From an optimization exercise on the open Yosys and OpenROAD flow, aimed at small area; shortcuts taken in it are not production practice.
Function was checked by simulation only, so behaviour that the tests miss may differ from the original.
No activity file was given, so power comes from the tool's default toggle rates.

==> flow/design.v (excerpt) <==
module firEngine (
    input  logic           iClk,
    input  logic           iRst,
    input  logic           iData0Changed,    
    input  firPkg::sampleT iData0,
    input  logic           iData1Changed,
    input  firPkg::sampleT iData1,
    input  logic           iCoefWrEn,
    input  logic [3:0]     iCoefWrAddr,
    input  firPkg::sampleT iCoefWrData,
    output logic           oData0Changed,    
    output firPkg::sampleT oData0,
    output logic           oData1Changed,
    output firPkg::sampleT oData1
);
Size: about 1500 cells after synthesis, roughly 470 flip-flops, roughly 18000 µm² of cells after synthesis.
clock: 8.0 ns
lec_check: 0
abc_area: 1
cap_margin: 20
core_margin: 2
core_utilization: 65
slew_margin: 20
standard.sh (not shown) runs the stock make flow with config.mk's settings and CLKGATE_MAP_FILE= SYNTH_SCRIPT=/design/flow/synth_recipe.tcl, a recipe that flattens the netlist after the stock synthesis.
==> flow/flow/run.sh <==
#!/bin/bash
# Standard ORFS layout with these changes:
#  - ports are buffered with the smallest buffer
#  - clock tree synthesis adds no dummy loads and clusters up to 18 flip-flops
#    (within 70 um) on each leaf buffer
# Each tool's full log is under orfs/logs/; make's output is in standard.log.
set -euo pipefail
rm -rf scripts
cp -r "$FLOW_HOME/scripts" scripts
cat > scripts/abc_area.script <<'A'
strash
&get -n
&synch2
&nf -R 1000
&put
topo
A
export SCRIPTS_DIR="$PWD/scripts"
export BUFFER_PORTS_ARGS="-buffer_cell sky130_fd_sc_hd__buf_1"
export CTS_ARGS="-sink_clustering_enable -repair_clock_nets -dont_use_dummy_load -buf_list {sky130_fd_sc_hd__clkbuf_4 sky130_fd_sc_hd__clkbuf_8} -sink_clustering_size 18 -sink_clustering_max_diameter 70"
bash standard.sh > standard.log 2>&1
Next try:
--- a/flow/flow/run.sh
+++ b/flow/flow/run.sh
@@ -14,4 +14,19 @@
 &nf -R 1000
 &put
+strash
+&get -n
+&dch -f
+&nf -R 1000
+&put
+strash
+&get -n
+&synch2
+&nf -R 1000
+&put
+strash
+&get -n
+&dch -f
+&nf -R 1000
+&put
 topo
 A
The new run finished with timing, DRC and antenna clean.
Die area shrinks by about 1.4%.
Design area goes down by about 1.2%.
Global-route usage drops by 0.83 points.
Critical path depth came out lower by 2.
Worst setup slack improves by 0.053 ns.
Clock power hardly moves.
Power stays flat.
Utilization decreases by 0.49 points.

* * *

firEngine, a different RTL version from the one above (not shown whole).
Size: about 1500 cells after synthesis, about 100 I/O pins.
Design firEngine, start of the top module:
module firEngine (
    input  logic           iClk,
    input  logic           iRst,
    input  logic           iData0Changed,    
    input  firPkg::sampleT iData0,
    input  logic           iData1Changed,
    input  firPkg::sampleT iData1,
    input  logic           iCoefWrEn,
    input  logic [3:0]     iCoefWrAddr,
    input  firPkg::sampleT iCoefWrData,
    output logic           oData0Changed,    
    output firPkg::sampleT oData0,
    output logic           oData1Changed,
    output firPkg::sampleT oData1
);
    firChannel #(.N(6), .Base(0), .InitCoef(firPkg::InitCoef0)) uCh0 (
        .iClk, .iRst, .iChanged(iData0Changed), .iData(iData0),
        .iCoefWrEn, .iCoefWrAddr, .iCoefWrData,
        .oChanged(oData0Changed), .oData(oData0)
    );
    firChannel #(.N(5), .Base(8), .InitCoef(firPkg::InitCoef1)) uCh1 (
        .iClk, .iRst, .iChanged(iData1Changed), .iData(iData1),
        .iCoefWrEn, .iCoefWrAddr, .iCoefWrData,
        .oChanged(oData1Changed), .oData(oData1)
    );
endmodule
export LEC_CHECK = 0
export ABC_AREA = 1
export CAP_MARGIN = 20
export CORE_MARGIN = 2
export CORE_UTILIZATION = 65
export SLEW_MARGIN = 20
create_clock -name core_clock -period 8.0 [get_ports {iClk}]
==> flow/flow/run.sh <==
#!/bin/bash
# Standard ORFS layout with these changes:
#  - ports are buffered with the smallest buffer
#  - clock tree synthesis adds no dummy loads and clusters up to 7 flip-flops
#    (within 30 um) on each leaf buffer
# Each tool's full log is under orfs/logs/; make's output is in standard.log.
set -euo pipefail
rm -rf scripts
cp -r "$FLOW_HOME/scripts" scripts
cat > scripts/abc_area.script <<'A'
strash
&get -n
&synch2
&nf -R 1000
&put
strash
&get -n
&dch -f
&nf -R 1000
&put
strash
&get -n
&synch2
&nf -R 1000
&put
strash
&get -n
&dch -f
&nf -R 1000
&put
topo
A
export SCRIPTS_DIR="$PWD/scripts"
export BUFFER_PORTS_ARGS="-buffer_cell sky130_fd_sc_hd__buf_1"
export CTS_ARGS="-sink_clustering_enable -repair_clock_nets -dont_use_dummy_load -buf_list {sky130_fd_sc_hd__clkbuf_2 sky130_fd_sc_hd__clkbuf_4} -sink_clustering_size 7 -sink_clustering_max_diameter 30"
bash standard.sh > standard.log 2>&1
The starting point produced a clean layout.
==> next run, changes <==
==> flow/flow/run.sh (replaced) <==
#!/bin/bash
# Standard ORFS layout with these changes:
#  - ports are buffered with the smallest buffer
#  - clock tree synthesis adds no dummy loads and clusters up to 10 flip-flops
#    (within 40 um) on each leaf buffer
# Each tool's full log is under orfs/logs/; make's output is in standard.log.
set -euo pipefail
rm -rf scripts
cp -r "$FLOW_HOME/scripts" scripts
cat > scripts/abc_area.script <<'A'
strash
&get -n
&synch2
&nf -R 1000
&put
strash
&get -n
&dch -f
&nf -R 1000
&put
strash
&get -n
&synch2
&nf -R 1000
&put
strash
&get -n
&dch -f
&nf -R 1000
&put
topo
A
export SCRIPTS_DIR="$PWD/scripts"
export BUFFER_PORTS_ARGS="-buffer_cell sky130_fd_sc_hd__buf_1"
export CTS_ARGS="-sink_clustering_enable -repair_clock_nets -dont_use_dummy_load -buf_list {sky130_fd_sc_hd__clkbuf_4} -sink_clustering_size 10 -sink_clustering_max_diameter 40"
bash standard.sh > standard.log 2>&1
Settings changed: CORE_UTILIZATION 65 to 75.
=> Cell count is lower by a few percent; routed wire length went down by a few percent; sequential cell count does not change; die area falls by roughly a tenth; critical path depth stays the same.
==> next run, changes <==
Settings changed: CORE_UTILIZATION 75 to 65, GPL_ROUTABILITY_DRIVEN from default to 0, GPL_TIMING_DRIVEN from default to 0.
After rerunning:
- register-to-register slack is worse by 0.25 ns
- count of clock-buffer cells in the layout increases by 1
- combinational power increases by roughly a tenth
- via count increases slightly
- sequential share of layout area decreases by 2.0 points
- worst setup slack is worse by 0.25 ns
- critical path depth stays the same
- clock power stays flat
- synthesized cell count stays the same
==> next run, changes <==
Settings changed: CAP_MARGIN 20 to 0, GPL_ROUTABILITY_DRIVEN 0 to default, GPL_TIMING_DRIVEN 0 to default, SLEW_MARGIN 20 to 0.
=>
- The new run completed without violations
- wire length goes up by about 0.7%
- via count goes down by about 0.8%
- die area is unchanged
- clock-buffer cell count goes down by 1
- total power goes down by about 2.6%
- clock power hardly moves
- final area goes down by 2.9%
- area after synthesis stays the same

afterwards: timing with drivers on the ports:
How much do the figures lean on ideal ports? The routed layouts below were timed once more, with nothing changed but the port constraints.
Step 1: set_driving_cell puts a clkbuf_16 on iClk and a buf_2 on each other input, an assumption about the parent block.
Step 2 also shifts input and output timing later by t, the mid clock arrival at the registers, as if the neighbouring blocks saw the same clock.
a / b / c = ideal ports / drivers / drivers and shift; a / b = the first two.
run | shift t [ns] | setup slack, ns | clock arrival spread, ns | worst register clock-pin slew, ns | worst slew at a driven data input, ns
the first run of note 1 | 0.633 | 1.082 / 1.082 / 1.082 | 0.025 / 0.025 | 0.11 / 0.11 | 0.07
the second run of note 1 | 0.623 | 1.134 / 1.134 / 0.846 | 0.055 / 0.055 | 0.11 / 0.11 | 0.07
the first run of note 2 | 0.729 | 0.796 / 0.796 / 0.796 | 0.086 / 0.087 | 0.08 / 0.08 | 0.08
the second run of note 2 | 0.715 | 0.762 / 0.762 / 0.762 | 0.081 / 0.082 | 0.11 / 0.11 | 0.08
the third run of note 2 | 0.744 | 0.516 / 0.516 / 0.433 | 0.079 / 0.079 | 0.11 / 0.11 | 0.07
the fourth run of note 2 | 0.736 | 0.880 / 0.880 / 0.880 | 0.072 / 0.071 | 0.11 / 0.11 | 0.07
After both steps setup and hold are still met in every run listed. The setup slack of the second run of note 1, which loses most, moves by 0.000 ns with the drivers and by -0.288 ns with both steps.
